Background: an optimization exercise with open tools, aiming at small area. Do not read the settings as production practice.
The RTL was checked by simulation tests, not by an equivalence proof against the original design.
Power figures rest on the tool's default switching activity, not on a simulated workload.

<file path="flow/run.sh">
#!/bin/bash
# synth_recipe.tcl (not shown) runs the flow's synth.tcl, then flattens the netlist and writes it again
# the make line also repeats each setting of config.mk as NAME=value (left out here)
make -C /OpenROAD-flow-scripts/flow DESIGN_CONFIG=/design/flow/config.mk WORK_HOME=/design/flow/orfs CLKGATE_MAP_FILE= SYNTH_SCRIPT=/design/flow/synth_recipe.tcl finish
</file>
<file path="flow/config.mk">
export PLATFORM = sky130hd
export DESIGN_NAME = csr_top
export DESIGN_NICKNAME = csr_top
export VERILOG_FILES = /design/flow/design.v
export SDC_FILE = /design/flow/constraint.sdc
export NUM_CORES = 4
export LEC_CHECK = 0
export CAP_MARGIN = 20
export CORE_MARGIN = 2
export CORE_UTILIZATION = 40
export SLEW_MARGIN = 20
</file>
<file path="flow/constraint.sdc">
create_clock -name core_clock -period 8.0 [get_ports {clk}]
set_input_delay 1.6000 -clock core_clock [delete_from_list [all_inputs] [get_ports {clk}]]
set_output_delay 1.6000 -clock core_clock [all_outputs]
set_load 0.01 [all_outputs]
</file>
<file path="flow/design.v">
`default_nettype none
package csrPkg;
    typedef logic [15:0] sirAddr_t;
    typedef logic [31:0] sirData_t;
    typedef logic [7:0]  wavePos_t;
    typedef logic [15:0] field16_t;
    typedef logic [7:0]  field8_t;
    typedef struct packed {
        logic     sel;
        logic     read;
        sirAddr_t addr;
        sirData_t wdat;
    } sirReq_t;
    typedef struct packed {
        logic     dack;
        sirData_t rdat;
    } sirRsp_t;
    typedef struct packed {
        field16_t horizontalPitch;
        field16_t clutCpi;
        field16_t clutTasCpi;
        field16_t clutTasInr;
        field16_t adcTruncation;
        field8_t  clutMode;
        field8_t  clutSchSw;
        field8_t  clutTasAry;
        field8_t  rfftTruncation;
        logic     firEnable;
        logic     configTrigger;
        sirData_t calibrationIqA;
        sirData_t calibrationIqB;
    } ctrlFields_t;
    localparam sirAddr_t ADDR_PITCH      = 16'h2000;
    localparam sirAddr_t ADDR_CLUT_CPI   = 16'h2004;
    localparam sirAddr_t ADDR_CLUT_MODE  = 16'h2008;
    localparam sirAddr_t ADDR_CLUT_SCH   = 16'h200C;
    localparam sirAddr_t ADDR_TAS_CPI    = 16'h2010;
    localparam sirAddr_t ADDR_TAS_ARY    = 16'h2014;
    localparam sirAddr_t ADDR_TAS_INR    = 16'h2018;
    localparam sirAddr_t ADDR_FIR_EN     = 16'h2048;
    localparam sirAddr_t ADDR_CFG_TRIG   = 16'h204C;
    localparam sirAddr_t ADDR_CAL_A      = 16'h2050;
    localparam sirAddr_t ADDR_CAL_B      = 16'h2054;
    localparam sirAddr_t ADDR_WAVE_POS   = 16'h2058;
    localparam sirAddr_t ADDR_ADC_TRUNC  = 16'h2F00;
    localparam sirAddr_t ADDR_RFFT_TRUNC = 16'h2F04;
    localparam int NUM_CTRL_REGS = 13;
    typedef logic [$clog2(NUM_CTRL_REGS)-1:0] ctrlIdx_t;
    localparam int IDX_PITCH      = 0;
    localparam int IDX_CLUT_CPI   = 1;
    localparam int IDX_CLUT_MODE  = 2;
    localparam int IDX_CLUT_SCH   = 3;
    localparam int IDX_TAS_CPI    = 4;
    localparam int IDX_TAS_ARY    = 5;
    localparam int IDX_TAS_INR    = 6;
    localparam int IDX_FIR_EN     = 7;
    localparam int IDX_CFG_TRIG   = 8;
    localparam int IDX_CAL_A      = 9;
    localparam int IDX_CAL_B      = 10;
    localparam int IDX_ADC_TRUNC  = 11;
    localparam int IDX_RFFT_TRUNC = 12;
    localparam logic [NUM_CTRL_REGS*16-1:0] CTRL_ADDRS = {
        ADDR_RFFT_TRUNC, ADDR_ADC_TRUNC,
        ADDR_CAL_B, ADDR_CAL_A, ADDR_CFG_TRIG, ADDR_FIR_EN,
        ADDR_TAS_INR, ADDR_TAS_ARY, ADDR_TAS_CPI,
        ADDR_CLUT_SCH, ADDR_CLUT_MODE, ADDR_CLUT_CPI, ADDR_PITCH
    };
    localparam logic [NUM_CTRL_REGS*32-1:0] CTRL_RESETS = {
        32'd8, 32'd11,
        32'hFD78_0C32, 32'h0000_1000, 32'd0, 32'd0,
        32'd1000, 32'd0, 32'd1,
        32'd0, 32'd0, 32'd1, 32'd1000
    };
endpackage
`default_nettype wire
`timescale 1ns/1ps
`default_nettype none
module ctrlRegBank
(
    input  wire                   clk,
    input  wire                   rst,
    input  wire csrPkg::sirReq_t  sirReq,
    output csrPkg::sirRsp_t       partRsp,
    output csrPkg::ctrlFields_t   ctrlFields
);
    csrPkg::sirData_t regs [csrPkg::NUM_CTRL_REGS];
    logic             hit;
    csrPkg::ctrlIdx_t hitIdx;
    logic             wrEn;
    logic             rdEn;
    always_comb
    begin
        hit    = 1'b0;
        hitIdx = '0;
        for (int i = 0; i < csrPkg::NUM_CTRL_REGS; i++)
        begin
            if (sirReq.addr == csrPkg::CTRL_ADDRS[i*16 +: 16])
            begin
                hit    = 1'b1;
                hitIdx = csrPkg::ctrlIdx_t'(i);
            end
        end
    end
    assign wrEn = sirReq.sel && !sirReq.read && hit;
    assign rdEn = sirReq.sel && sirReq.read && hit;
    always_ff @(posedge clk)
    begin
        if (rst)
        begin
            for (int i = 0; i < csrPkg::NUM_CTRL_REGS; i++)
            begin
                regs[i] <= csrPkg::CTRL_RESETS[i*32 +: 32];
            end
        end
        else if (wrEn)
        begin
            regs[hitIdx] <= sirReq.wdat;
        end
    end
    always_ff @(posedge clk)
    begin
        partRsp.rdat <= rdEn ? regs[hitIdx] : '0;
        if (rst)
        begin
            partRsp.dack <= 1'b0;
        end
        else
        begin
            partRsp.dack <= sirReq.sel && hit;
        end
    end
    always_comb
    begin
        ctrlFields.horizontalPitch = csrPkg::field16_t'(regs[csrPkg::IDX_PITCH]);
        ctrlFields.clutCpi         = csrPkg::field16_t'(regs[csrPkg::IDX_CLUT_CPI]);
        ctrlFields.clutTasCpi      = csrPkg::field16_t'(regs[csrPkg::IDX_TAS_CPI]);
        ctrlFields.clutTasInr      = csrPkg::field16_t'(regs[csrPkg::IDX_TAS_INR]);
        ctrlFields.adcTruncation   = csrPkg::field16_t'(regs[csrPkg::IDX_ADC_TRUNC]);
        ctrlFields.clutMode        = csrPkg::field8_t'(regs[csrPkg::IDX_CLUT_MODE]);
        ctrlFields.clutSchSw       = csrPkg::field8_t'(regs[csrPkg::IDX_CLUT_SCH]);
        ctrlFields.clutTasAry      = csrPkg::field8_t'(regs[csrPkg::IDX_TAS_ARY]);
        ctrlFields.rfftTruncation  = csrPkg::field8_t'(regs[csrPkg::IDX_RFFT_TRUNC]);
        ctrlFields.firEnable       = regs[csrPkg::IDX_FIR_EN][0];
        ctrlFields.configTrigger   = regs[csrPkg::IDX_CFG_TRIG][0];
        ctrlFields.calibrationIqA  = regs[csrPkg::IDX_CAL_A];
        ctrlFields.calibrationIqB  = regs[csrPkg::IDX_CAL_B];
    end
endmodule
`default_nettype wire
`timescale 1ns/1ps
`default_nettype none
module statusRegs
(
    input  wire                   clk,
    input  wire                   rst,
    input  wire csrPkg::sirReq_t  sirReq,
    output csrPkg::sirRsp_t       partRsp,
    input  wire csrPkg::wavePos_t curWavePosition
);
    csrPkg::wavePos_t holdPos;
    logic             hit;
    assign hit = sirReq.sel && (sirReq.addr == csrPkg::ADDR_WAVE_POS);
    always_ff @(posedge clk)
    begin
        if (rst)
        begin
            holdPos <= '0;
        end
        else
        begin
            holdPos <= curWavePosition;
        end
    end
    always_ff @(posedge clk)
    begin
        partRsp.rdat <= (hit && sirReq.read) ? csrPkg::sirData_t'(holdPos) : '0;
        if (rst)
        begin
            partRsp.dack <= 1'b0;
        end
        else
        begin
            partRsp.dack <= hit;
        end
    end
endmodule
`default_nettype wire
`timescale 1ns/1ps
`default_nettype none
module busResponder
(
    input  wire                  clk,
    input  wire                  rst,
    input  wire csrPkg::sirRsp_t ctrlRsp,
    input  wire csrPkg::sirRsp_t statusRsp,
    output csrPkg::sirRsp_t      sirRsp
);
    always_ff @(posedge clk)
    begin
        if (rst)
        begin
            sirRsp.dack <= 1'b0;
            sirRsp.rdat <= '0;
        end
        else
        begin
            sirRsp.dack <= ctrlRsp.dack | statusRsp.dack;
            sirRsp.rdat <= ctrlRsp.rdat | statusRsp.rdat;
        end
    end
endmodule
`default_nettype wire
`timescale 1ns/1ps
`default_nettype none
module csrTop
(
    input  wire                   clk,
    input  wire                   rst,
    input  wire csrPkg::sirReq_t  sirReq,
    output csrPkg::sirRsp_t       sirRsp,
    output csrPkg::ctrlFields_t   ctrlFields,
    input  wire csrPkg::wavePos_t curWavePosition
);
    csrPkg::sirRsp_t ctrlRsp;
    csrPkg::sirRsp_t statusRsp;
    ctrlRegBank ctrlRegBank_i
    (
        .clk        (clk),
        .rst        (rst),
        .sirReq     (sirReq),
        .partRsp    (ctrlRsp),
        .ctrlFields (ctrlFields)
    );
    statusRegs statusRegs_i
    (
        .clk             (clk),
        .rst             (rst),
        .sirReq          (sirReq),
        .partRsp         (statusRsp),
        .curWavePosition (curWavePosition)
    );
    busResponder busResponder_i
    (
        .clk       (clk),
        .rst       (rst),
        .ctrlRsp   (ctrlRsp),
        .statusRsp (statusRsp),
        .sirRsp    (sirRsp)
    );
endmodule
`default_nettype wire
`timescale 1ns/1ps
`default_nettype none
module csr_top
(
    input  wire         clk,
    input  wire         rst,
    input  wire         req_sel,
    input  wire         req_read,
    input  wire [15:0]  req_addr,
    input  wire [31:0]  req_wdat,
    output wire         rsp_dack,
    output wire [31:0]  rsp_rdat,
    output wire [177:0] ctrlFields,
    input  wire [7:0]   curWavePosition
);
    csrPkg::sirReq_t     sirReq;
    csrPkg::sirRsp_t     sirRsp;
    csrPkg::ctrlFields_t fields;
    assign sirReq.sel  = req_sel;
    assign sirReq.read = req_read;
    assign sirReq.addr = req_addr;
    assign sirReq.wdat = req_wdat;
    csrTop csrTop_i
    (
        .clk             (clk),
        .rst             (rst),
        .sirReq          (sirReq),
        .sirRsp          (sirRsp),
        .ctrlFields      (fields),
        .curWavePosition (curWavePosition)
    );
    assign rsp_dack   = sirRsp.dack;
    assign rsp_rdat   = sirRsp.rdat;
    assign ctrlFields = fields;
endmodule
`default_nettype wire
</file>
==> impl_results.md, run 1 <==
* Status: finished clean
* Minimum clock period at 5540 ps
* Synth cell types at 45
* CP endpoint kind: register
* R2R depth at 4
* TritonCTS clock tree: done
* Root Driver: clkbuf_16
* Setup ws final at 2460 ps
* CP arrival at 6030 ps
* Fmax at 181 MHz
* Hold Crit Class: register to register
* Commonest non-fill, non-tap cell in the layout: edfxtp_1
* Slew HR at 26.2%
* Chip width at 259 um
* CP Buf/Inv Count at 4
* Vias per cell at 5.50
* Total power at 6.65 mW
* Clock buffer depth at 3
* Pin count of the biggest net entering global routing at 141
* CORE AREA at 64300 sq um
* Share of post-route cells with drive strength above 1 at 8.27%
* Critical Path RT at 8490 ps
* Initial Util at 40.4%
* CP top delay family: simple AND/OR/NAND/NOR gates
* CTS Buf Count at 60
* Row Count at 93
* Worst Tran Pin Value at 1110 ps
* Routed vias at 16800
* CP max FO at 140
* Flops & latches, synth at 595
* Max-Cap Viols at 0
* Post-synthesis cell count at 1996
* RSZ-0062 raised after global routing: no
* Die area at 67000 sq um
* Vias in the first global route at 16500
* Routed len/inst at 25.8 um
* Worst Skew at 18.4 ps
* Syn Std Cell Area at 26000 sq um
* Min-delay src: csrTop_i.statusRegs_i.holdPos[7]$_SDFF_PP0_
* Leakage power at 11.3 nW
* Levels on crit path at 11
* Reg2Reg Setup Slack at 6010 ps
* CP Cell Sequence: clkdlybuf4s50_1 > nor4_2 > nor4b_2 > o21a_2 > buf_4 > nor2_4 > buf_4 > buf_12 > a221oi_1 > nor3_1 > or4b_1
* Worst R2R End: csrTop_i.ctrlRegBank_i.partRsp[5]$_SDFF_PN0_
* I/O Pins at 271
* Setup violators final at 0
* CP Launch Type: input pin
* Cell repeated most along the worst path: buf_4
* Clock Pin Slew Worst Setup and Hold Paths at 60 ps
* Tcrit/Tclk final at 69.2%
* Final WL at 78.8 mm
* Final TNS setup at 0 ps
* Post-Place Worst Slack at 1820 ps
* Slew Limit Fails at 0
* Worst-skew pair later-pin latency at 630 ps
* H-tree levels at 2
* Setup CP Type: input pin to register
* Routed Antenna Nets at 0
* Nets at 2211
* Initial DRC Count at 1797
* First-pass GRT wire length at 114 mm
* Final hold viol count at 0
* Commonest non-fill, non-tap cells in the layout: 512 x edfxtp_1, 390 x and2_1, 269 x clkdlybuf4s50_1
* DP HPWL at 50.0 mm
* Core Util, Final at 47.8%
* Critical path's slowest cell: or4b_1
* Worst Hold End: csrTop_i.statusRegs_i.partRsp[7]$_SDFF_PN0_
* Sequential area share after synthesis at 65.6%
* Cts hold-fix bufs at 0
* Synth Warn # at 3
* Chip Height at 259 um
* Post-CTS Setup Inserts at 0
* First drt pass iteration count at 5
* Initial antenna violation count at 8
* Hold-critical path depth at 1
* Slowest stage delay, CP at 600 ps
* Hold WS at 425 ps
* # DRC at 0
* # resized after CTS at 0
* Mapped Avg Cell Area at 13.0 sq um
* Total GRT Usage at 23.0%
* Cell Pwr Density at 216 nW/um^2
* Area Growth Syn to Fin at 18.4%
* Total grt overflow at 0
* Sink Count at 595
* Max rail drop VDD at 0.151 mV
* GP Congestion at 0.816
* R2r startpoint: csrTop_i.ctrlRegBank_i.regs[6][5]$_SDFFCE_PN1P_
* IO buf count at 270
-- report_power, final --
| group | internal [mW] | switching [mW] |
|---|---|---|
| clock network | 1.55 | 1.19 |
| registers | 3.52 | 0.0787 |
| logic | 0.133 | 0.186 |
-- stage by stage --
stage | std cells | area (sq um)
6_report | 3059 | 30800
5_1_grt | 3057 | 30800
4_1_cts | 3057 | 30800
3_5_place_dp | 2944 | 28800
3_3_place_gp | 2943 | 28800
2_1_floorplan | 2091 | 26300
-- cell type report --
cell class,count,area [sq um]
Antenna cell,2,5.00
Clock buffer,92,1770
Clock inverter,21,139
Fill cell,5588,33600
Inverter,1,3.75
Multi-Input combinational cell,1195,7780
Sequential cell,595,17000
Tap cell,855,1070
Timing Repair Buffer,298,2950
-- sequential cells by signal, indices dropped and copies added (netlist names) --
signal                          flops
csrTop_i.busResponder_i.sirRsp     33
csrTop_i.statusRegs_i.holdPos       8
csrTop_i.ctrlRegBank_i.partRsp     33
csrTop_i.ctrlRegBank_i.regs       512
csrTop_i.statusRegs_i.partRsp       9
-- cell families after synthesis --
| kind of cell | Yosys count | share of synthesized area [%] |
|---|---|---|
| xor gates and xnor gates | 2 | 0.0674 |
| and+or+nand+nor | 703 | 16.6 |
| buffers and inverters | 301 | 6.27 |
| DFF | 595 | 65.6 |
| AOI/OAI and AO/OA | 329 | 8.92 |
| muxes | 65 | 2.51 |
| other | 1 | 0.0144 |
-- cells in the mapped netlist, drive strengths merged --
cell	n	area, sq um
o22ai	32	200
dfxtp	83	1660
and4b	1	10.0
nand3	67	335
xor2	1	8.76
or3	17	106
buf	135	1010
o21ai	99	495
edfxtp	512	15400
nor4b	1	15.0
o211a	1	10.0
clkbuf	165	619
or2	16	100
o21a	2	15.0
a41oi	2	17.5
nand2b	24	150
or3b	1	8.76
and2	390	2440
nor3b	2	15.0
and3	2	12.5
nand4bb	1	27.5
xnor2	1	8.76
a221oi	128	1250
nand2	5	18.8
or4	2	18.8
nor3	69	350
nor4	2	25.0
conb	1	3.75
o31ai	1	7.51
inv	1	3.75
mux2i	64	641
mux2	1	11.3
or4b	34	340
nor2b	33	206
and4	1	8.76
a21oi	64	320
nand4	2	12.5
nor2	33	124
-- worst max path at each step --
stage	start	endpoint	slack, ps
2_1_floorplan	req_addr[12]	csrTop_i.ctrlRegBank_i.regs[6][0]$_SDFFCE_PN0P_	3130
3_3_place_gp	req_addr[4]	csrTop_i.ctrlRegBank_i.regs[8][8]$_SDFFCE_PN0P_	1920
3_5_place_dp	req_addr[4]	csrTop_i.ctrlRegBank_i.regs[8][4]$_SDFFCE_PN0P_	1820
4_1_cts	req_addr[4]	csrTop_i.ctrlRegBank_i.regs[8][17]$_SDFFCE_PN0P_	2460
5_1_grt	req_addr[4]	csrTop_i.ctrlRegBank_i.regs[8][10]$_SDFFCE_PN0P_	2290
6_report	req_addr[4]	csrTop_i.ctrlRegBank_i.partRsp[14]$_SDFF_PN0_	2460
-- routing by layer --
layer | part of all wire [%] | vias to the layer above | GRT usage [%]
met1 | 43 | 8574 | 32.6
met5 | 0.015 | - | 0
li1 | - | 7444 | -
met3 | 8.7 | 83 | 4.67
met2 | 47 | 717 | 37.0
met4 | 1.5 | 2 | 4.48
-- worst reg2reg max path, cell delays in order, from the launching register on --
cell	delay (ps)
edfxtp_1	440
nand3_1	110
a21oi_1	80
o21ai_0	750
or4b_1	490
==> run 2, diff against run 1 <==
==> flow/design.v (replaced) <==
`timescale 1ns/1ps
`default_nettype none
module csr_top
(
    input  wire         clk,
    input  wire         rst,
    input  wire         req_sel,
    input  wire         req_read,
    input  wire [15:0]  req_addr,
    input  wire [31:0]  req_wdat,
    output reg          rsp_dack,
    output reg  [31:0]  rsp_rdat,
    output wire [177:0] ctrlFields,
    input  wire [7:0]   curWavePosition
);
    localparam int N = 13;
    localparam logic [N*16-1:0] ADDRS = {
        16'h2F04, 16'h2F00, 16'h2054, 16'h2050, 16'h204C, 16'h2048,
        16'h2018, 16'h2014, 16'h2010, 16'h200C, 16'h2008, 16'h2004, 16'h2000
    };
    localparam logic [N*32-1:0] RESETS = {
        32'd8, 32'd11, 32'hFD78_0C32, 32'h0000_1000, 32'd0, 32'd0,
        32'd1000, 32'd0, 32'd1, 32'd0, 32'd0, 32'd1, 32'd1000
    };
    localparam logic [15:0] ADDR_WAVE = 16'h2058;
    logic [N-1:0] hit;
    logic         hitWave;
    logic         hitAny;
    always_comb
    begin
        for (int i = 0; i < N; i++)
            hit[i] = (req_addr == ADDRS[i*16 +: 16]);
    end
    assign hitWave = (req_addr == ADDR_WAVE);
    assign hitAny  = (|hit) | hitWave;
    logic [31:0] dZero;
    logic [31:0] dOne;
    assign dZero = req_wdat & ~{32{rst}};
    assign dOne  = req_wdat | {32{rst}};
    logic [31:0] regs [N];
    for (genvar k = 0; k < N; k++)
    begin : g_word
        logic        load;
        logic [31:0] dIn;
        assign load = rst | (req_sel & ~req_read & hit[k]);
        for (genvar b = 0; b < 32; b++)
        begin : g_bit
            assign dIn[b] = RESETS[k*32 + b] ? dOne[b] : dZero[b];
        end
        always_ff @(posedge clk)
        begin
            if (load)
                regs[k] <= dIn;
        end
    end
    assign ctrlFields[177:162] = regs[0][15:0];
    assign ctrlFields[161:146] = regs[1][15:0];
    assign ctrlFields[145:130] = regs[4][15:0];
    assign ctrlFields[129:114] = regs[6][15:0];
    assign ctrlFields[113:98]  = regs[11][15:0];
    assign ctrlFields[97:90]   = regs[2][7:0];
    assign ctrlFields[89:82]   = regs[3][7:0];
    assign ctrlFields[81:74]   = regs[5][7:0];
    assign ctrlFields[73:66]   = regs[12][7:0];
    assign ctrlFields[65]      = regs[7][0];
    assign ctrlFields[64]      = regs[8][0];
    assign ctrlFields[63:32]   = regs[9];
    assign ctrlFields[31:0]    = regs[10];
    logic [7:0] posNow;
    logic [7:0] posOld;
    logic       rstPrev;
    always_ff @(posedge clk)
    begin
        posNow  <= curWavePosition;
        posOld  <= posNow;
        rstPrev <= rst;
    end
    logic          ackPend;
    logic [N:0]    selHot;
    always_ff @(posedge clk)
    begin
        ackPend <= req_sel & hitAny;
        selHot  <= {hitWave & ~rstPrev, hit};
    end
    logic [31:0] term [N+1];
    logic [31:0] grp [5];
    logic [31:0] rdMux;
    always_comb
    begin
        for (int i = 0; i < N; i++)
            term[i] = regs[i] & {32{selHot[i]}};
        term[N] = {24'b0, posOld & {8{selHot[N]}}};
        grp[0] = term[0] | term[1] | term[2];
        grp[1] = term[3] | term[4] | term[5];
        grp[2] = term[6] | term[7] | term[8];
        grp[3] = term[9] | term[10] | term[11];
        grp[4] = term[12] | term[13];
        rdMux = ~(~grp[0] & ~grp[1] & ~grp[2] & ~grp[3] & ~grp[4]);
    end
    always_ff @(posedge clk)
    begin
        rsp_dack <= ackPend & ~rst;
        rsp_rdat <= rdMux;
    end
endmodule
`default_nettype wire
==> flow/flow/run.sh (new file) <==
#!/bin/bash
# Standard layout, with the smallest buffer on every input and output port.
set -euo pipefail
export BUFFER_PORTS_ARGS="-buffer_cell sky130_fd_sc_hd__buf_1"
bash standard.sh > standard_flow.log 2>&1
==> flow/standard.sh (new file) <==
#!/bin/bash
# synth_recipe.tcl (not shown) runs the flow's synth.tcl, then flattens the netlist and writes it again
# the make line also repeats each setting of config.mk as NAME=value (left out here)
make -C /OpenROAD-flow-scripts/flow DESIGN_CONFIG=/design/flow/config.mk WORK_HOME=/design/flow/orfs CLKGATE_MAP_FILE= SYNTH_SCRIPT=/design/flow/synth_recipe.tcl "${@:-finish}"
--- a/flow/config.mk
+++ b/flow/config.mk
@@ -5,7 +5,9 @@
 export SDC_FILE = /design/flow/constraint.sdc
 export NUM_CORES = 4
 export LEC_CHECK = 0
+export ABC_AREA = 1
 export CAP_MARGIN = 20
 export CORE_MARGIN = 2
-export CORE_UTILIZATION = 40
+export CORE_UTILIZATION = 70
+export CTS_BUF_LIST = sky130_fd_sc_hd__clkbuf_8
 export SLEW_MARGIN = 20
removed: flow/run.sh
==> impl_results.md, run 2 <==
* First-pass GRT wire length at 65.0 mm (-43%)
* # placed instances at 1719 (-42%)
* GP Congestion at 0.859 (+5.3%)
* Final hold viol count at 0 (unchanged)
* CP max FO at 35 (-75%)
* Commonest non-fill, non-tap cells in the layout: 416 x edfxtp_1, 272 x nand2_1, 269 x buf_1
* Int Pwr at 3.93 mW (-24%)
* Post-synthesis cell count at 1266 (-37%)
* Sequential Power Share at 59.0% (+4.9 points)
* Compound-Gate Fraction of Synth Area at 6.68% (-2.2 points)
* Clock buffer depth at 3 (unchanged)
* Initial DRC Count at 1487 (-17%)
* Setup CP Type: input pin to register
* Switching power as a share of total power at 22.8% (+1.0 points)
* Chip Height at 164 um (-37%)
* DP HPWL at 25.5 mm (-49%)
* Top FF cell, synth: edfxtp_1
* CP endpoint kind: register
* Adder-cell area share of the yosys netlist at 0% (unchanged)
* Row Count at 58 (-38%)
* Mapped Avg Cell Area at 14.2 sq um (+8.7%)
* Largest family of logic cells by synthesized area: simple AND/OR/NAND/NOR gates
* CTS Buf Count at 73 (+22%)
* CP arrival at 3670 ps (-2360 ps)
* Commonest non-fill, non-tap cell in the layout: edfxtp_1
* Vias per cell at 6.09 (+11%)
* # DRC at 0 (unchanged)
* Syn Std Cell Area at 17900 sq um (-31%)
* Slew Limit Fails at 0 (unchanged)
* Routed len/inst at 24.2 um (-6.1%)
* Critical Path RT at 8210 ps (-280 ps)
* R2r startpoint: selHot[9]$_DFF_P_
* Final Non-Filler Cells at 1854 (-39%)
* Max reg flops at 416 (-19%)
* Slew HR at 27.4% (+1.1 points)
* Core Util, Final at 79.2% (+31 points)
* Clock share of power at 36.6% (-4.5 points)
* Reg2Reg Setup Slack at 6140 ps (+130 ps)
* IO buf count at 270 (unchanged)
* Synth top area share at 69.7% (+11 points)
* Total power at 5.09 mW (-23%)
* Initial Util at 71.1% (+31 points)
* Worst Skew at 34.1 ps (+15.7 ps)
* Die area at 26900 sq um (-60%)
* Worst-skew pair later-pin latency at 590 ps (-40 ps)
* Post-CTS Setup Inserts at 0 (unchanged)
* TritonCTS clock tree: done
* Ys async rst share at 0% (unchanged)
* Max-Cap Viols at 0 (unchanged)
* Synth cell types at 24 (-47%)
* Worst Tran Pin Value at 1090 ps (-16.8 ps)
* Final WL at 44.8 mm (-43%)
* EDFF count, synth at 416 (-19%)
* Hold-critical path depth at 0 (-1)
* Sink Count at 481 (-19%)
* Worst R2R End: rsp_rdat[20]$_DFF_P_
* Psw at 1.16 mW (-20%)
* Flops & latches, synth at 481 (-19%)
* First drt pass iteration count at 5 (unchanged)
* Clock Pin Slew Worst Setup and Hold Paths at 60 ps (about the same)
* Hold Crit Class: register to register
* Cell Pwr Density at 255 nW/um^2 (+18%)
* Cts hold-fix bufs at 0 (unchanged)
* Largest regs: regs: 416 flops, rsp_rdat: 32 flops, selHot: 14 flops
* Sequential area share after synthesis at 77.0% (+11 points)
* Logic gate share of total power at 4.4% (-0.4 points)
* Chip width at 164 um (-37%)
* Routed vias at 11300 (-33%)
* Worst Hold End: posOld[7]$_DFF_P_
* Tcrit/Tclk final at 43.3% (-26 points)
* Fmax at 289 MHz (+60%)
* Pin count of the biggest net entering global routing at 36 (-74%)
* Vias in the first global route at 11000 (-34%)
* Routed Antenna Nets at 0 (unchanged)
* H-tree levels at 3 (+1)
* Final TNS setup at 0 ps (unchanged)
* # resized after CTS at 0 (unchanged)
* Total grt overflow at 0 (unchanged)
* XOR/XNOR share of the synthesized area at 0% (-0.067 points)
* CORE AREA at 25200 sq um (-61%)
* Synth top area cells: edfxtp_1 70%, dfxtp_1 7.3%, nand2_1 5.7%
* Total GRT Usage at 33.6% (+11 points)
* Nets at 1524 (-31%)
* CP Launch Type: input pin
* Most common cell in the synthesized netlist: edfxtp_1
* Share of post-route cells with drive strength above 1 at 9.19% (+0.92 points)
* Synth Area in Simple Gates at 9.28% (-7.4 points)
* Commonest cells post-synth: 416 x edfxtp_1, 272 x nand2_1, 114 x buf_4
* Synth Warn # at 4 (+1)
* Reg with most FFs: regs
* Initial antenna violation count at 0 (-8)
* Leakage power at 7.41 nW (-34%)
* Proportion of synthesized area in mux cells at 0% (-2.5 points)
* Minimum clock period at 3460 ps (-2070 ps)
* Filler cells at 1441 (-74%)
* Root Driver: clkbuf_8
* Status: finished clean
* Min-delay src: posNow[7]$_DFF_P_
* Area leader, netlist: edfxtp_1
* Setup violators final at 0 (unchanged)
* RSZ-0062 raised after global routing: no
* I/O Pins at 271 (unchanged)
* R2R depth at 3 (-1)
* Max rail drop VDD at 0.218 mV (+44%)
* ANT cells at 0 (-2)
* Area Growth Syn to Fin at 11.3%
==> run 2: area by class of cell <==
cell class              instances  area, sq um  area share [%]
well taps                     330          413            2.07
clock buffers                  80         1100            5.52
inverters                      56          210            1.05
repair buffers                286         1130            5.69
clock inverters                55          265            1.33
multi-input cells             566         3010            15.1
flip-flops and latches        481        13800            69.3
==> run 2: worst max path at each step <==
stage | start | cells past startpoint | endpoint
after floorplan | req_addr[11] | 6 | regs[2][0]$_DFFE_PP_
after detailed placement | rst | 6 | regs[11][21]$_DFFE_PP_
after global placement | rst | 6 | regs[11][9]$_DFFE_PP_
after global routing | rst | 6 | regs[11][18]$_DFFE_PP_
after CTS | rst | 6 | regs[11][18]$_DFFE_PP_
final | rst | 6 | regs[4][17]$_DFFE_PP_
==> run 2: stage by stage <==
| stage | setup WS (ps) | hold WS (ps) | area, sq um |
|---|---|---|---|
| after CTS | 4610 | 320 | 19900 |
| after global routing | 4530 | 322 | 19900 |
| after global placement | 4090 | 312 | 18600 |
| final | 4540 | 324 | 19900 |
| after detailed placement | 4030 | 315 | 18600 |
| after floorplan | 3130 | 310 | 17900 |
==> run 2: worst max-delay path, cell delays in order <==
cell      delay [ps]
clkbuf_2          80
buf_4            460
inv_2            280
buf_4            370
o21ai_4          300
buf_4            490
==> run 2: cells by family (layout without fill, tap and decap cells) <==
| group | Yosys count | in the layout |
|---|---|---|
| compound gates | 156 | 156 |
| flops | 481 | 481 |
| buf+inv | 219 | 477 |
| simple gates | 410 | 410 |
==> run 2: per-layer routing <==
metal | up-vias | part of all wire, % | track usage [%]
li1 | 4875 | - | -
met1 | 5453 | 37 | 47.8
met2 | 854 | 48 | 52.8
met3 | 112 | 12 | 6.62
met4 | 0 | 2.8 | 12.8
met5 | - | 0 | 0
==> run 2: power groups by stage <==
stage	combinational, mW	sequential, mW	clock [mW]
floorplan	0.148	3.04	0
global placement	0.216	3.05	0
detailed placement	0.222	3.05	0
CTS	0.222	3.00	1.88
global route	0.239	3.02	1.99
finish	0.222	3.01	1.87
==> run 3, diff against run 2 <==
--- a/flow/config.mk
+++ b/flow/config.mk
@@ -5,9 +5,10 @@
 export SDC_FILE = /design/flow/constraint.sdc
 export NUM_CORES = 4
 export LEC_CHECK = 0
-export ABC_AREA = 1
 export CAP_MARGIN = 20
 export CORE_MARGIN = 2
 export CORE_UTILIZATION = 70
 export CTS_BUF_LIST = sky130_fd_sc_hd__clkbuf_8
+export CTS_CLUSTER_DIAMETER = 60
+export CTS_CLUSTER_SIZE = 18
 export SLEW_MARGIN = 20
==> impl_results.md, run 3 <==
* Status: finished clean
* Worst-skew pair later-pin latency at 620 ps (+30 ps)
* H-tree levels at 1 (-2)
* Max rail drop VDD at 0.193 mV (-11%)
* Synth Warn # at 4 (unchanged)
* Root Driver: clkbuf_8
* TritonCTS clock tree: done
* DP HPWL at 23.0 mm (-9.9%)
* Fmax at 305 MHz (+5.7%)
* CP max FO at 32 (-8.6%)
* Synth cell types at 36 (+50%)
* Post-CTS Setup Inserts at 0 (unchanged)
* Final hold viol count at 0 (unchanged)
* Vias in the first global route at 9712 (-11%)
* # DRC at 0 (unchanged)
* Minimum clock period at 3280 ps (-186 ps)
* CP Launch Type: input pin
* Initial DRC Count at 1286 (-14%)
* Nets at 1233 (-19%)
* Share of post-route cells with drive strength above 1 at 9.36% (+0.17 points)
* Synth top area cells: edfxtp_1 71%, dfxtp_1 7.4%, buf_4 4.9%
* Area leader, netlist: edfxtp_1
* Critical Path RT at 8230 ps (+20 ps)
* IO buf count at 270 (unchanged)
* Clock buffer depth at 3 (unchanged)
* Most common cell in the synthesized netlist: edfxtp_1
* Routed len/inst at 28.6 um (+18%)
* Flops & latches, synth at 481 (unchanged)
* Commonest cells post-synth: 416 x edfxtp_1, 114 x buf_4, 80 x a22oi_1
* Tcrit/Tclk final at 41.0% (-2.3 points)
* CP arrival at 3510 ps (-160 ps)
* Chip Height at 163 um (-0.86%)
* # resized after CTS at 0 (unchanged)
* Hold Crit Class: register to register
* Total grt overflow at 0 (unchanged)
* CP endpoint kind: register
* Post-Place Worst Slack at 4180 ps (+148 ps)
* Largest regs: regs: 416 flops, rsp_rdat: 32 flops, selHot: 14 flops
* Commonest non-fill, non-tap cells in the layout: 416 x edfxtp_1, 269 x buf_1, 80 x a22oi_1
* I/O Pins at 271 (unchanged)
* Initial Util at 70.5% (-0.64 points)
* Total GRT Usage at 32.5% (-1.2 points)
* Routed Antenna Nets at 0 (unchanged)
* Routed vias at 10200 (-10%)
* Setup CP Type: input pin to register
* EDFF count, synth at 416 (unchanged)
* Vias per cell at 6.66 (+9.3%)
* Area Growth Syn to Fin at 6.60%
* Final TNS setup at 0 ps (unchanged)
* RSZ-0062 raised after global routing: no
* Cts hold-fix bufs at 0 (unchanged)
* CORE AREA at 25000 sq um (-0.86%)
* Commonest non-fill, non-tap cell in the layout: edfxtp_1
* Top FF cell, synth: edfxtp_1
* Slew HR at 24.5% (-2.9 points)
* Reg with most FFs: regs
* Worst Tran Pin Value at 1130 ps (+43.4 ps)
* Max-Cap Viols at 0 (unchanged)
* GP Congestion at 0.792 (-7.8%)
* First-pass GRT wire length at 61.3 mm (-5.8%)
* Sequential area share after synthesis at 78.4% (+1.4 points)
* Synth top area share at 71.0% (+1.2 points)
* Max reg flops at 416 (unchanged)
* Cell Pwr Density at 232 nW/um^2 (-9.1%)
* Setup ws final at 4720 ps (+186 ps)
* Final WL at 43.7 mm (-2.6%)
* Row Count at 58 (unchanged)
* CTS Buf Count at 31 (-58%)
* Filler cells at 1479 (+2.6%)
* Chip width at 163 um (-0.86%)
* Die area at 26400 sq um (-1.7%)
* Clock Pin Slew Worst Setup and Hold Paths at 110 ps (+50 ps)
* Post-synthesis cell count at 1022 (-19%)
* Worst Skew at 14.0 ps (-20.1 ps)
* First drt pass iteration count at 8 (+3)
* Syn Std Cell Area at 17600 sq um (-1.8%)
* Ys async rst share at 0% (unchanged)
* Leakage power at 6.25 nW (-16%)
* Slew Limit Fails at 0 (unchanged)
* Mapped Avg Cell Area at 17.2 sq um (+22%)
* Pin count of the biggest net entering global routing at 48 (+33%)
* Sink Count at 481 (unchanged)
* Setup violators final at 0 (unchanged)
* Initial antenna violation count at 0 (unchanged)
* ANT cells at 0 (unchanged)
## run 3: path summary, 6_finish.rpt
check / from / endpoint / slack (ps) / depth (start not counted)
worst min-delay path: posNow[1]$_DFF_P_ / posOld[1]$_DFF_P_ / 340 / 0
worst max-delay path: req_sel / regs[6][11]$_DFFE_PP_ / 4720 / 4
worst max register to register: selHot[1]$_DFF_P_ / rsp_rdat[25]$_DFF_P_ / 6160 / 4
worst min register to register: posNow[1]$_DFF_P_ / posOld[1]$_DFF_P_ / 340 / 0
## run 3: power by group
part / total (mW) / internal [mW] / switching (mW) / leakage, nW
Combinational: 0.223 / 0.0542 / 0.168 / 1.33
Sequential: 3.00 / 2.92 / 0.0807 / 4.56
Clock: 1.13 / 0.409 / 0.723 / 0.367
Total: 4.36 / 3.38 / 0.972 / 6.25
## run 3: per-stage QoR
stage          power, mW  instance area (sq um)  cells  hold slack [ps]  utilization (%)
6_report            4.36                  18800   1527              337             75.2
3_5_place_dp        3.28                  18200   1470              315             72.9
2_1_floorplan       3.19                  17600   1022              310                -
5_1_grt             4.48                  18800   1527              344             75.2
4_1_cts             4.36                  18800   1527              339             75.2
3_3_place_gp        3.27                  18200   1469              311             72.8
## run 3: per-layer routing
layer,vias up,GRT usage [%],wire length [um]
met5,-,0,0
met4,0,7.76,876
met3,66,5.83,5220
met2,749,52.6,21200
met1,5087,47.1,16400
li1,4265,-,-
## run 3: area by class of cell
| cell class | count | area, sq um | area share (%) |
|---|---|---|---|
| clock inverters | 25 | 129 | 0.687 |
| clock buffers | 32 | 440 | 2.35 |
| repair buffers | 280 | 1100 | 5.87 |
| multi-input cells | 379 | 2870 | 15.3 |
| well taps | 330 | 413 | 2.20 |
| flip-flops and latches | 481 | 13800 | 73.6 |
## run 3: logic make-up (layout without fill, tap and decap cells)
logic type | Yosys count | in the layout | synth area share [%]
flip-flops | 481 | 481 | 78.4
AO/OA/AOI/OAI | 216 | 216 | 10.3
AND/OR/NAND/NOR | 163 | 163 | 5.47
buffers and inverters | 162 | 337 | 5.90
## run 3: critical path: stages
cell     delay (ps)
buf_1           110
nor2b_1         470
nor2b_1         300
a41o_2          990
==> run 4, diff against run 3 <==
--- a/flow/config.mk
+++ b/flow/config.mk
@@ -8,7 +8,7 @@
 export CAP_MARGIN = 20
 export CORE_MARGIN = 2
 export CORE_UTILIZATION = 70
-export CTS_BUF_LIST = sky130_fd_sc_hd__clkbuf_8
-export CTS_CLUSTER_DIAMETER = 60
-export CTS_CLUSTER_SIZE = 18
+export CTS_BUF_LIST = sky130_fd_sc_hd__clkbuf_16
+export CTS_CLUSTER_DIAMETER = 80
+export CTS_CLUSTER_SIZE = 32
 export SLEW_MARGIN = 20
==> impl_results.md, run 4 <==
* Slew Limit Fails at 0 (unchanged)
* Commonest non-fill, non-tap cells in the layout: 416 x edfxtp_1, 269 x buf_1, 80 x a22oi_1
* Chip width at 163 um (unchanged)
* Die area at 26400 sq um (unchanged)
* Ys async rst share at 0% (unchanged)
* Vias in the first global route at 9671 (-0.42%)
* Top FF cell, synth: edfxtp_1
* CP endpoint kind: register
* Initial Util at 70.5% (unchanged)
* Synth top area share at 71.0% (unchanged)
* Commonest non-fill, non-tap cell in the layout: edfxtp_1
* Max rail drop VDD at 0.193 mV (+0.22%)
* Routed vias at 10100 (-0.67%)
* Root Driver: clkbuf_16
* Psw at 966 uW (-0.61%)
* Filler cells at 1484 (+0.34%)
* Post-synthesis cell count at 1022 (unchanged)
* ANT cells at 0 (unchanged)
* CORE AREA at 25000 sq um (unchanged)
* Final WL at 43.8 mm (+0.27%)
* Routed len/inst at 29.1 um (+1.9%)
* Largest regs: regs: 416 flops, rsp_rdat: 32 flops, selHot: 14 flops
* Syn Std Cell Area at 17600 sq um (unchanged)
* Sequential Power Share at 67.9% (-1.0 points)
* IO buf count at 270 (unchanged)
* Status: finished clean
* Minimum clock period at 3330 ps (+51.6 ps)
* Flops & latches, synth at 481 (unchanged)
* I/O Pins at 271 (unchanged)
* Initial DRC Count at 1320 (+2.6%)
* Logic gate share of total power at 5.0% (about the same)
* Cell Pwr Density at 236 nW/um^2 (+1.5%)
* Total grt overflow at 0 (unchanged)
* Critical Path RT at 8150 ps (-80 ps)
* Multi-input combinational cell area at 2870 sq um (unchanged)
* Switching power as a share of total power at 21.9% (-0.47 points)
* Most common cell in the synthesized netlist: edfxtp_1
* H-tree levels at 1 (unchanged)
* Area leader, netlist: edfxtp_1
* Reg with most FFs: regs
* Commonest cells post-synth: 416 x edfxtp_1, 114 x buf_4, 80 x a22oi_1
* Sequential area share after synthesis at 78.4% (unchanged)
* CP max FO at 32 (unchanged)
* Setup CP Type: input pin to register
* TritonCTS clock tree: done
* Share of post-route cells with drive strength above 1 at 8.28% (-1.1 points)
* GR Layer Usage met3 at 5.37% (-0.46 points)
* Tcrit/Tclk final at 41.6% (+0.64 points)
* Area Growth Syn to Fin at 6.65% (about the same)
* CP arrival at 3480 ps (-30 ps)
* Pin count of the biggest net entering global routing at 48 (unchanged)
* Synth cell types at 36 (unchanged)
* Nets at 1221 (-0.97%)
* Met2 usage at 53.1% (+0.48 points)
* GP Congestion at 0.792 (unchanged)
* Setup violators final at 0 (unchanged)
* Fmax at 300 MHz (-1.5%)
* EDFF count, synth at 416 (unchanged)
* Max-Cap Viols at 0 (unchanged)
* Int Pwr at 3.46 mW (+2.1%)
* Final TNS setup at 0 ps (unchanged)
* Synth top area cells: edfxtp_1 71%, dfxtp_1 7.4%, buf_4 4.9%
* Clock Pin Slew Worst Setup and Hold Paths at 110 ps (about the same)
* Register area at 13800 sq um (unchanged)
* First-pass GRT wire length at 61.2 mm (-0.10%)
* DP HPWL at 23.0 mm (unchanged)
* Slew HR at 22.7% (-1.8 points)
* Final hold viol count at 0 (unchanged)
* Routed Antenna Nets at 0 (unchanged)
* # DRC at 0 (unchanged)
* # resized after CTS at 0 (unchanged)
* CTS Buf Count at 19 (-39%)
* Hold Crit Class: register to register
* Synth Warn # at 4 (unchanged)
* Vias per cell at 6.72 (+0.98%)
* Initial antenna violation count at 0 (unchanged)
* Leakage power at 6.20 nW (-0.86%)
* RSZ-0062 raised after global routing: no
* Total power at 4.42 mW (+1.5%)
* Cts hold-fix bufs at 0 (unchanged)
* Row Count at 58 (unchanged)
* Chip Height at 163 um (unchanged)
* Max reg flops at 416 (unchanged)
* CP Launch Type: input pin
* Worst Tran Pin Value at 1160 ps (+26.6 ps)
* Worst-skew pair later-pin latency at 550 ps (-70 ps)
* Sink Count at 481 (unchanged)
* Grt peak-use layer: met2
* Clock buffer depth at 3 (unchanged)
* First drt pass iteration count at 6 (-2)
* Met1 Track Usage GR at 46.9% (-0.25 points)
* Total GRT Usage at 32.5% (about the same)
* Worst Skew at 39.8 ps (+25.8 ps)
* Clock share of power at 27.1% (+1.1 points)
* Post-CTS Setup Inserts at 0 (unchanged)
* Mapped Avg Cell Area at 17.2 sq um (unchanged)
==> run 4: cell counts after synthesis <==
No cell type changed its count.
==> run 4: area by class of cell <==
| class | count | area share, % |
|---|---|---|
| well taps | 330 | 2.20 |
| flip-flops and latches | 481 | 73.6 |
| clock inverters | 13 | 0.547 |
| multi-input cells | 379 | 15.3 |
| repair buffers | 280 | 5.87 |
| clock buffers | 19 | 2.53 |
==> run 4: power by group through the flow <==
| stage | clock, mW | combinational (mW) | sequential [mW] |
|---|---|---|---|
| after floorplan | 0 | 0.152 | 3.04 |
| after global placement | 0 | 0.217 | 3.05 |
| after detailed placement | 0 | 0.223 | 3.06 |
| after CTS | 1.20 | 0.223 | 3.00 |
| after global routing | 1.29 | 0.237 | 3.01 |
| final | 1.20 | 0.223 | 3.00 |
==> run 4: metal layers <==
metal / wire (um) / share of wire, % / up-vias
li1: - / - / 4227
met1: 16700 / 38 / 5053
met2: 21400 / 49 / 749
met3: 4880 / 11 / 70
met4: 849 / 1.9 / 0
met5: 0 / 0 / -
==> run 4: cell families after synthesis <==
| group | Yosys count | synth area share, % |
|---|---|---|
| flops | 481 | 78.4 |
| simple gates | 163 | 5.47 |
| buf+inv | 162 | 5.90 |
| compound gates | 216 | 10.3 |
==> run 4: path summary, 6_finish.rpt <==
check,start,slack (ps),end,depth (start not counted)
worst min register to register,posNow[6]$_DFF_P_,340,posOld[6]$_DFF_P_,0
worst min-delay path,posNow[6]$_DFF_P_,340,posOld[6]$_DFF_P_,0
worst max register to register,selHot[2]$_DFF_P_,6180,rsp_rdat[25]$_DFF_P_,4
worst max-delay path,req_sel,4670,regs[6][9]$_DFFE_PP_,4
==> run 4: critical path, cell delays in order <==
cell     delay, ps
buf_1          120
nor2b_1        440
nor2b_1        300
a41o_2        1010
==> run 4: per-stage QoR <==
stage	setup slack [ps]	utilization (%)	area [sq um]	cells	hold slack [ps]
2_1_floorplan	3780	-	17600	1022	310
3_3_place_gp	3980	72.8	18200	1469	311
3_5_place_dp	4180	72.9	18200	1470	315
4_1_cts	4730	75.2	18800	1502	343
5_1_grt	4610	75.2	18800	1502	344
6_report	4670	75.2	18800	1502	337
==> run 5, diff against run 4 <==
==> flow/config.mk (replaced) <==
export PLATFORM = sky130hd
export DESIGN_NAME = csr_top
export DESIGN_NICKNAME = csr_top
export VERILOG_FILES = /design/flow/design.v
export SDC_FILE = /design/flow/constraint.sdc
export NUM_CORES = 4
export LEC_CHECK = 0
export CAP_MARGIN = 5
export CORE_MARGIN = 2
export CORE_UTILIZATION = 70
export CTS_BUF_LIST = sky130_fd_sc_hd__clkbuf_16
export CTS_CLUSTER_DIAMETER = 50
export CTS_CLUSTER_SIZE = 36
export SLEW_MARGIN = 5
==> impl_results.md, run 5 <==
* Ys async rst share at 0% (unchanged)
* First drt pass iteration count at 8 (+2)
* R2R depth at 4 (unchanged)
* First-pass GRT wire length at 62.7 mm (+2.4%)
* CP Launch Type: input pin
* R2r startpoint: selHot[2]$_DFF_P_
* CP endpoint kind: register
* Critical path's slowest cell: o21bai_4
* # DRC at 0 (unchanged)
* Leakage power at 6.51 nW (+4.9%)
* Root Driver: clkbuf_16
* GP Congestion at 0.792 (unchanged)
* H-tree levels at 2 (+1)
* Final hold viol count at 0 (unchanged)
* Post-CTS Setup Inserts at 0 (unchanged)
* Met2 WL at 21.1 mm (-1.2%)
* Cts hold-fix bufs at 0 (unchanged)
* Commonest non-fill, non-tap cell in the layout: edfxtp_1
* Min-delay src: posNow[1]$_DFF_P_
* Hold-critical path depth at 0 (unchanged)
* # placed instances at 1469 (-0.068%)
* Metal-1 WL at 16.5 mm (-0.92%)
* Multi-input combinational cell area at 2860 sq um (-0.31%)
* Register area at 13800 sq um (unchanged)
* Cell Pwr Density at 264 nW/um^2 (+12%)
* Row Count at 58 (unchanged)
* Synth Area in Simple Gates at 5.47% (unchanged)
* Syn Std Cell Area at 17600 sq um (unchanged)
* Total GRT Usage at 33.2% (+0.73 points)
* Flops & latches, synth at 481 (unchanged)
* Setup CP Type: input pin to register
* Commonest non-fill, non-tap cells in the layout: 416 x edfxtp_1, 269 x buf_1, 80 x a22oi_1
* Post-synthesis cell count at 1022 (unchanged)
* Area leader, netlist: edfxtp_1
* Clock Pin Slew Worst Setup and Hold Paths at 80 ps (-30 ps)
* Sink Count at 481 (unchanged)
* Tcrit/Tclk final at 45.0% (+3.4 points)
* Final Non-Filler Cells at 1537 (+2.3%)
* Chip width at 163 um (unchanged)
* Critical Path RT at 8140 ps (about the same)
* Uppermost layer routed: met4
* Most common cell in the synthesized netlist: edfxtp_1
* RSZ-0062 raised after global routing: no
* Slew HR at 14.1% (-8.6 points)
* TritonCTS clock tree: done
* Setup violators final at 0 (unchanged)
* Total power at 5.14 mW (+16%)
* Status: finished clean
* ANT cells at 0 (unchanged)
* Commonest cells post-synth: 416 x edfxtp_1, 114 x buf_4, 80 x a22oi_1
* Max-Cap Viols at 0 (unchanged)
* Max rail drop VDD at 0.196 mV (+1.6%)
* Hold Crit Class: register to register
* Slowest stage delay, CP at 1120 ps (+110 ps)
* Synth Warn # at 4 (unchanged)
* Filler cells at 1426 (-3.9%)
* CP arrival at 3740 ps (+260 ps)
* Fmax at 278 MHz (-7.6%)
* Worst R2R End: rsp_rdat[25]$_DFF_P_
* Worst-skew pair later-pin latency at 540 ps (about the same)
* Max reg flops at 416 (unchanged)
* Met3 WL at 5.35 mm (+9.6%)
* Top FF cell, synth: edfxtp_1
* Die area at 26400 sq um (unchanged)
* EDFF count, synth at 416 (unchanged)
* Total grt overflow at 0 (unchanged)
* Synth cell types at 36 (unchanged)
* Reg2Reg Setup Slack at 6170 ps (about the same)
* I/O Pins at 271 (unchanged)
* Largest regs: regs: 416 flops, rsp_rdat: 32 flops, selHot: 14 flops
* Final TNS setup at 0 ps (unchanged)
* Clock buffer depth at 3 (unchanged)
* Worst Skew at 17.4 ps (-22.4 ps)
* Compound-Gate Fraction of Synth Area at 10.3% (unchanged)
* Worst Tran Pin Value at 1290 ps (+126 ps)
* IO buf count at 270 (unchanged)
* Nets at 1238 (+1.4%)
* DP HPWL at 22.7 mm (-1.3%)
* Largest family of logic cells by synthesized area: compound AO/OA/AOI/OAI gates
* Final WL at 44.0 mm (+0.46%)
* Vias per cell at 6.72 (about the same)
* Pin count of the biggest net entering global routing at 48 (unchanged)
* Mapped Avg Cell Area at 17.2 sq um (unchanged)
* CP Cell Sequence: buf_1 > nor3_1 > nand3_1 > o21bai_4
* Reg with most FFs: regs
* Proportion of synthesized area in mux cells at 0% (unchanged)
* Minimum clock period at 3600 ps (+274 ps)
* Share of post-route cells with drive strength above 1 at 11.1% (+2.8 points)
* XOR/XNOR share of the synthesized area at 0% (unchanged)
* Slew Limit Fails at 0 (unchanged)
* Initial DRC Count at 1240 (-6.1%)
* Sequential area share after synthesis at 78.4% (unchanged)
* Worst Hold End: posOld[1]$_DFF_P_
* # resized after CTS at 0 (unchanged)
* Initial Util at 70.5% (unchanged)
* Routed Antenna Nets at 0 (unchanged)
* Vias in the first global route at 9815 (+1.5%)
* Routed vias at 10300 (+2.3%)
* CTS Buf Count at 37 (+18)
* CORE AREA at 25000 sq um (unchanged)
* Routed len/inst at 28.6 um (-1.8%)
* Initial antenna violation count at 0 (unchanged)
* Area Growth Syn to Fin at 10.5%
* Chip Height at 163 um (unchanged)
* Adder-cell area share of the yosys netlist at 0% (unchanged)
* Synth top area share at 71.0% (unchanged)
* CP max FO at 32 (unchanged)
* Synth top area cells: edfxtp_1 71%, dfxtp_1 7.4%, buf_4 4.9%
-- run 5: cell types whose count changed in the layout (fill, tap and decap cells not counted), sizes merged --
| cell | change |
|---|---|
| buf | -1 |
| clkbuf | +20 |
| bufinv | +2 |
| inv | +6 |
| clkinvlp | +3 |
| clkinv | +5 |
-- run 5: per-stage QoR --
step / hold WS (ps) / utilization, % / setup WS [ps] / area [sq um]
3_5_place_dp: 318 / 72.8 / 3930 / 18200
3_3_place_gp: 311 / 72.8 / 3980 / 18200
6_report: 329 / 77.9 / 4400 / 19400
4_1_cts: 330 / 77.9 / 4470 / 19400
2_1_floorplan: 310 / - / 3780 / 17600
5_1_grt: 335 / 77.9 / 4290 / 19400
-- run 5: worst max-delay path: cells and delay by family --
family | cells | cell delay, ps
buffers and inverters | 1 | 170
AOI/OAI and AO/OA | 1 | 1120
and+or+nand+nor | 2 | 820
-- run 5: power by group --
group | internal, mW | switching [mW] | leakage, nW
clock | 1.02 | 0.891 | 0.632
combinational | 0.0530 | 0.168 | 1.32
sequential | 2.92 | 0.0817 | 4.56
total | 4.00 | 1.14 | 6.51
-- run 5: metal layers --
| metal | global-route usage (%) | vias to the layer above |
|---|---|---|
| met5 | 0 | - |
| met3 | 6.29 | 81 |
| met1 | 48.9 | 5173 |
| met2 | 52.8 | 790 |
| met4 | 8.25 | 0 |
| li1 | - | 4292 |
-- run 5: logic make-up (layout without fill, tap and decap cells) --
logic type | after synthesis | in the layout
flops | 481 | 481
compound gates | 216 | 216
simple gates | 163 | 163
buf+inv | 162 | 347
-- run 5: how the worst max path moves through the flow --
| stage | from | end | slack (ps) | depth (start not counted) |
|---|---|---|---|---|
| floorplan | req_addr[1] | regs[0][0]$_DFFE_PP_ | 3780 | 4 |
| global placement | req_addr[3] | regs[12][15]$_DFFE_PP_ | 3980 | 4 |
| detailed placement | req_addr[3] | regs[12][11]$_DFFE_PP_ | 3930 | 4 |
| CTS | req_addr[3] | regs[12][11]$_DFFE_PP_ | 4470 | 4 |
| global route | req_addr[3] | regs[12][11]$_DFFE_PP_ | 4290 | 4 |
| finish | req_addr[3] | regs[12][11]$_DFFE_PP_ | 4400 | 4 |
-- run 5: final cells by class --
type,instances,area share (%)
flip-flops and latches,481,71.0
multi-input cells,379,14.7
repair buffers,279,5.57
clock buffers,39,5.02
well taps,330,2.12
clock inverters,29,1.54
==> run 6, diff against run 5 <==
==> flow/config.mk (replaced) <==
export PLATFORM = sky130hd
export DESIGN_NAME = csr_top
export DESIGN_NICKNAME = csr_top
export VERILOG_FILES = /design/flow/design.v
export SDC_FILE = /design/flow/constraint.sdc
export NUM_CORES = 4
export LEC_CHECK = 0
export CAP_MARGIN = 5
export CORE_MARGIN = 2
export CORE_UTILIZATION = 80
export CTS_BUF_LIST = sky130_fd_sc_hd__clkbuf_8
export CTS_CLUSTER_DIAMETER = 60
export CTS_CLUSTER_SIZE = 18
export SLEW_MARGIN = 5
==> impl_results.md, run 6 <==
* DP HPWL at 22.8 mm (+0.68%)
* Setup violators final at 0 (unchanged)
* Worst Tran Pin Value at 1380 ps (+91.2 ps)
* Setup CP Type: input pin to register
* # resized after CTS at 0 (unchanged)
* Slew HR at 7.97% (-6.1 points)
* Total GRT Usage at 36.1% (+2.8 points)
* Nets at 1227 (-0.89%)
* Status: finished clean
* Worst-skew pair later-pin latency at 610 ps (+70 ps)
* CTS Buf Count at 30 (-19%)
* Cell Pwr Density at 231 nW/um^2 (-13%)
* Post-CTS Setup Inserts at 0 (unchanged)
* Area leader, netlist: edfxtp_1
* Commonest cells post-synth: 416 x edfxtp_1, 114 x buf_4, 80 x a22oi_1
* Minimum clock period at 3580 ps (-21.5 ps)
* Share of post-route cells with drive strength above 1 at 8.65% (-2.5 points)
* Area Growth Syn to Fin at 5.75%
* Register area at 13800 sq um (unchanged)
* Reg with most FFs: regs
* Clock buffer depth at 3 (unchanged)
* Final hold viol count at 0 (unchanged)
* TritonCTS clock tree: done
* Top FF cell, synth: edfxtp_1
* Commonest non-fill, non-tap cells in the layout: 416 x edfxtp_1, 269 x buf_1, 80 x a22oi_1
* Psw at 947 uW (-17%)
* Flops & latches, synth at 481 (unchanged)
* Synth Warn # at 4 (unchanged)
* Chip Height at 152 um (-6.3%)
* Max reg flops at 416 (unchanged)
* Die area at 23200 sq um (-12%)
* Row Count at 54 (-6.9%)
* H-tree levels at 1 (-1)
* Max-Cap Viols at 0 (unchanged)
* Sequential area share after synthesis at 78.4% (unchanged)
* Worst Skew at 23.8 ps (+6.41 ps)
* Routed vias at 10400 (+1.0%)
* Final WL at 42.2 mm (-4.1%)
* Tcrit/Tclk final at 44.8% (-0.27 points)
* Initial DRC Count at 1254 (+1.1%)
* Filler cells at 962 (-33%)
* Synth cell types at 36 (unchanged)
* Sink Count at 481 (unchanged)
* Synth top area share at 71.0% (unchanged)
* GP Congestion at 0.817 (+3.1%)
* Mapped Avg Cell Area at 17.2 sq um (unchanged)
* Syn Std Cell Area at 17600 sq um (unchanged)
* I/O Pins at 271 (unchanged)
* Post-synthesis cell count at 1022 (unchanged)
* Leakage power at 6.21 nW (-4.5%)
* Sequential Power Share at 69.8% (+11 points)
* ANT cells at 0 (unchanged)
* Final TNS setup at 0 ps (unchanged)
* Largest family of logic cells by synthesized area: compound AO/OA/AOI/OAI gates
* Initial Util at 81.2% (+11 points)
* Initial antenna violation count at 0 (unchanged)
* Adder-cell area share of the yosys netlist at 0% (unchanged)
* Final Cell Area at 18600 sq um (-4.3%)
* Logic gate share of total power at 5.1% (+0.8 points)
* Compound-Gate Fraction of Synth Area at 10.3% (unchanged)
* Vias per cell at 7.10 (+5.5%)
* Chip width at 152 um (-6.3%)
* Int Pwr at 3.35 mW (-16%)
* CP endpoint kind: register
* Vias in the first global route at 10400 (+5.9%)
* Fmax at 279 MHz (+0.60%)
* First drt pass iteration count at 8 (unchanged)
* First-pass GRT wire length at 61.8 mm (-1.4%)
* Max rail drop VDD at 0.179 mV (-8.5%)
* Synth top area cells: edfxtp_1 71%, dfxtp_1 7.4%, buf_4 4.9%
* RSZ-0062 raised after global routing: no
* Clock Pin Slew Worst Setup and Hold Paths at 110 ps (+30 ps)
* Routed len/inst at 28.7 um (+0.18%)
* Root Driver: clkbuf_8
* EDFF count, synth at 416 (unchanged)
* Critical Path RT at 8210 ps (+70 ps)
* Routed Antenna Nets at 0 (unchanged)
* CP max FO at 32 (unchanged)
* Hold Crit Class: register to register
* Slew Limit Fails at 0 (unchanged)
* CP Launch Type: input pin
* Clock share of power at 25.1% (-12 points)
* Most common cell in the synthesized netlist: edfxtp_1
* XOR/XNOR share of the synthesized area at 0% (unchanged)
* Largest regs: regs: 416 flops, rsp_rdat: 32 flops, selHot: 14 flops
* Pin count of the biggest net entering global routing at 48 (unchanged)
* Commonest non-fill, non-tap cell in the layout: edfxtp_1
* Cts hold-fix bufs at 0 (unchanged)
* Setup ws final at 4420 ps (+21.5 ps)
* Total grt overflow at 0 (unchanged)
* Proportion of synthesized area in mux cells at 0% (unchanged)
* Post-Place Worst Slack at 3850 ps (-78.9 ps)
* Placed Area at 18100 sq um (-0.51%)
* Ys async rst share at 0% (unchanged)
* # DRC at 0 (unchanged)
* CORE AREA at 21700 sq um (-13%)
* Multi-input combinational cell area at 2860 sq um (unchanged)
* IO buf count at 270 (unchanged)
* Switching power as a share of total power at 22.0% (-0.18 points)
* Synth Area in Simple Gates at 5.47% (unchanged)
* CP arrival at 3790 ps (+50 ps)
-- run 6: cell counts after synthesis --
No cell type changed its count.
-- run 6: worst max-delay path, stage by stage --
cell and delay [ps]:
buf_1 160, nor3_1 410, nand3_1 430, o21bai_4 1160
-- run 6: power groups by stage --
stage	registers, mW	logic, mW	clock network, mW
CTS	3.00	0.217	1.08
detailed placement	3.06	0.217	0
floorplan	3.04	0.152	0
global route	3.02	0.232	1.16
global placement	3.05	0.211	0
finish	3.00	0.218	1.08
-- run 6: cells by family (layout without fill, tap and decap cells) --
| family | count (synthesis) | count (layout) |
|---|---|---|
| DFF | 481 | 481 |
| AOI/OAI and AO/OA | 216 | 216 |
| and+or+nand+nor | 163 | 163 |
| buffers and inverters | 162 | 331 |
-- run 6: worst paths after layout --
path,startpoint,to,slack [ps],cells past startpoint
setup reg to reg,selHot[1]$_DFF_P_,rsp_rdat[24]$_DFF_P_,6170,4
hold reg to reg,posNow[1]$_DFF_P_,posOld[1]$_DFF_P_,340,0
hold / removal,posNow[1]$_DFF_P_,posOld[1]$_DFF_P_,340,0
setup / recovery,req_addr[3],regs[5][10]$_DFFE_PP_,4420,4
-- run 6: final cells by class --
cell class                 count  share of cell area, %
sequential                   481                   74.2
multi-input combinational    379                   15.4
timing repair buffer         275                   5.65
clock buffer                  33                   2.44
tap                          280                   1.88
clock inverter                23                  0.464
-- run 6: layer usage --
layer,GRT usage (%),up-vias,routed length (um)
met3,6.88,145,5800
met5,0,-,0
met2,58.5,967,20500
met4,14.4,0,1630
li1,-,4258,-
met1,50.0,5069,14200
-- run 6: per-stage QoR --
step	instances	utilization (%)	hold WS (ps)	total power [mW]
after floorplan	1022	-	310	3.19
after global placement	1415	83.3	310	3.26
after detailed placement	1415	83.3	314	3.27
after CTS	1471	85.8	338	4.29
after global routing	1471	85.8	345	4.41
final	1471	85.8	335	4.30
==> run 7, diff against run 6 <==
==> flow/config.mk (replaced) <==
export PLATFORM = sky130hd
export DESIGN_NAME = csr_top
export DESIGN_NICKNAME = csr_top
export VERILOG_FILES = /design/flow/design.v
export SDC_FILE = /design/flow/constraint.sdc
export NUM_CORES = 4
export LEC_CHECK = 0
export CAP_MARGIN = 0
export CORE_MARGIN = 2
export CORE_UTILIZATION = 85
export CTS_BUF_LIST = sky130_fd_sc_hd__clkbuf_8
export CTS_CLUSTER_DIAMETER = 60
export CTS_CLUSTER_SIZE = 18
export SLEW_MARGIN = 0
==> impl_results.md, run 7 <==
* Status: finished clean
* Max-Cap Viols at 0 (unchanged)
* Synth cell types at 36 (unchanged)
* GP Congestion at 0.833 (+2.0%)
* Flops & latches, synth at 481 (unchanged)
* Routed vias at 10900 (+4.2%)
* CP top delay family: compound AO/OA/AOI/OAI gates
* Largest regs: regs: 416 flops, rsp_rdat: 32 flops, selHot: 14 flops
* Root Driver: clkbuf_8
* Sink Count at 481 (unchanged)
* Routed Antenna Nets at 0 (unchanged)
* Syn Std Cell Area at 17600 sq um (unchanged)
* Initial Util at 86.7% (+5.6 points)
* Setup CP Type: input pin to register
* I/O Pins at 271 (unchanged)
* Clock buffer depth at 3 (unchanged)
* ANT cells at 0 (unchanged)
* Initial antenna violation count at 0 (unchanged)
* Area leader, netlist: edfxtp_1
* Vias per cell at 7.45 (+5.0%)
* Pin count of the biggest net entering global routing at 71 (+48%)
* Final WL at 45.7 mm (+8.3%)
* Commonest cells post-synth: 416 x edfxtp_1, 114 x buf_4, 80 x a22oi_1
* Max reg flops at 416 (unchanged)
* RSZ-0062 raised after global routing: no
* Cts hold-fix bufs at 0 (unchanged)
* Worst Tran Pin Value at 1330 ps (-51.7 ps)
* CP endpoint kind: register
* Post-Place Worst Slack at 3920 ps (+74.0 ps)
* CP Launch Type: input pin
* Share of post-route cells with drive strength above 1 at 8.66% (about the same)
* Total GRT Usage at 42.2% (+6.1 points)
* Reg with most FFs: regs
* Area Growth Syn to Fin at 5.58%
* Minimum clock period at 3590 ps (+12.7 ps)
* Routed len/inst at 31.3 um (+9.1%)
* Critical path's slowest cell: o21bai_4
* Synth Warn # at 4 (unchanged)
* Commonest non-fill, non-tap cell in the layout: edfxtp_1
* Die area at 21900 sq um (-5.7%)
* Critical Path RT at 8210 ps (about the same)
* TritonCTS clock tree: done
* Worst Skew at 24.0 ps (+0.148 ps)
* Sequential area share after synthesis at 78.4% (unchanged)
* # resized after CTS at 0 (unchanged)
* Cell Pwr Density at 232 nW/um^2 (+0.37%)
* H-tree levels at 1 (unchanged)
* Setup ws final at 4410 ps (-12.7 ps)
* Clock Pin Slew Worst Setup and Hold Paths at 100 ps (about the same)
* # DRC at 0 (unchanged)
* Synth top area share at 71.0% (unchanged)
* Slew HR at 11.4% (+3.5 points)
* EDFF count, synth at 416 (unchanged)
* Row Count at 52 (-3.7%)
* Filler cells at 652 (-32%)
* Post-synthesis cell count at 1022 (unchanged)
* Most common cell in the synthesized netlist: edfxtp_1
* Max rail drop VDD at 0.206 mV (+15%)
* Final hold viol count at 0 (unchanged)
* Post-CTS Setup Inserts at 0 (unchanged)
* Slowest stage delay, CP at 1040 ps (-120 ps)
* Ys async rst share at 0% (unchanged)
* Hold Crit Class: register to register
* Initial DRC Count at 1807 (+44%)
* Vias in the first global route at 11000 (+5.5%)
* Mapped Avg Cell Area at 17.2 sq um (unchanged)
* CP Cell Sequence: buf_1 > nor3_1 > nand2b_1 > nand2b_4 > o21bai_4
* CP Buf/Inv Count at 1 (unchanged)
* Tcrit/Tclk final at 44.9% (+0.16 points)
* CTS Buf Count at 30 (unchanged)
* Chip Height at 148 um (-2.9%)
* DP HPWL at 24.5 mm (+7.3%)
* Leakage power at 6.20 nW (-0.17%)
* Commonest non-fill, non-tap cells in the layout: 416 x edfxtp_1, 269 x buf_1, 80 x a22oi_1
* Setup violators final at 0 (unchanged)
* CORE AREA at 20300 sq um (-6.4%)
* Fmax at 278 MHz (-0.35%)
* Nets at 1228 (+0.081%)
* CP arrival at 3810 ps (+20 ps)
* Final TNS setup at 0 ps (unchanged)
* Top FF cell, synth: edfxtp_1
* IO buf count at 270 (unchanged)
* First-pass GRT wire length at 66.7 mm (+7.9%)
* Worst-skew pair later-pin latency at 610 ps (about the same)
* Total grt overflow at 0 (unchanged)
* Synth top area cells: edfxtp_1 71%, dfxtp_1 7.4%, buf_4 4.9%
* CP max FO at 32 (unchanged)
* Slew Limit Fails at 0 (unchanged)
* Chip width at 148 um (-2.9%)
* First drt pass iteration count at 8 (unchanged)
[run 7: cell count changes in the layout (fill, tap and decap cells not counted)]
cell	before	now
inv_4	0	1
clkbuf_8	33	31
inv_1	23	22
buf_4	5	6
[run 7: path summary, 6_finish.rpt]
check | startpoint | endpoint | slack (ps) | depth (start not counted)
setup / recovery | req_addr[3] | regs[9][12]$_DFFE_PP_ | 4410 | 5
hold / removal | posNow[4]$_DFF_P_ | posOld[4]$_DFF_P_ | 340 | 0
setup reg to reg | selHot[0]$_DFF_P_ | rsp_rdat[29]$_DFF_P_ | 6120 | 4
hold reg to reg | posNow[4]$_DFF_P_ | posOld[4]$_DFF_P_ | 340 | 0
[run 7: worst reg2reg max path: stages, from the launching register on]
cell and delay, ps:
dfxtp_2 650, a22oi_1 420, nand2_1 110, a221oi_1 310, nand3_1 220
[run 7: per-stage QoR]
stage	instance area, sq um	hold WS (ps)	power [mW]	utilization (%)	instances
2_1_floorplan	17600	310	3.19	-	1022
3_3_place_gp	18100	310	3.26	89.0	1406
3_5_place_dp	18100	319	3.28	89.0	1406
4_1_cts	18600	339	4.29	91.5	1460
5_1_grt	18600	342	4.41	91.5	1460
6_report	18600	341	4.31	91.5	1460
[run 7: final cells by class]
class,instances,area [sq um],area share [%]
Timing Repair Buffer,276,1060,5.70
Sequential cell,481,13800,74.3
Clock inverter,23,88.8,0.478
Tap cell,270,338,1.82
Multi-Input combinational cell,379,2860,15.4
Clock buffer,31,427,2.30
[run 7: kinds of logic (layout without fill, tap and decap cells)]
logic type / count (synthesis) / count (layout) / synth area share (%)
buffers and inverters: 162 / 330 / 5.90
and+or+nand+nor: 163 / 163 / 5.47
AOI/OAI and AO/OA: 216 / 216 / 10.3
DFF: 481 / 481 / 78.4
[run 7: where the power goes]
part	switching (mW)	total [mW]	internal [mW]
logic	0.173	0.225	0.0521
clock network	0.710	1.07	0.362
registers	0.0908	3.01	2.92
total	0.974	4.31	3.34
[run 7: layer usage]
layer,up-vias,wire length [um],GRT usage [%]
met3,236,7510,9.85
li1,4251,-,-
met1,5142,13500,55.6
met2,1247,22300,68.5
met4,0,2430,20.3
met5,-,0,0

[port drivers added, routing unchanged]
No port has a modelled driver above. Below, the same layouts with a new extraction and two added sets of constraints.
Step 1 sets driving cells, clkbuf_16 on the clock port and buf_2 on the other inputs (assumed; they add their load-dependent delay and slew).
Step 2, shift: input delay + t, output delay - t, t = (earliest + latest rising clock arrival at the registers) / 2. This alone moves slack from input paths to output paths.
Slacks: no drivers / after step 1 / after step 2; pairs: no drivers / after step 1.
run	shift t [ns]	slack for setup (ns)
run 1	0.681	2.463 / 2.498 / 1.816
run 2	0.616	4.537 / 4.545 / 3.929
run 3	0.657	4.724 / 4.744 / 4.086
run 4	0.584	4.672 / 4.698 / 4.114
run 5	0.577	4.398 / 4.428 / 3.851
run 6	0.645	4.419 / 4.442 / 3.796
run 7	0.638	4.407 / 4.425 / 3.787
After both steps every run listed still meets setup and hold.
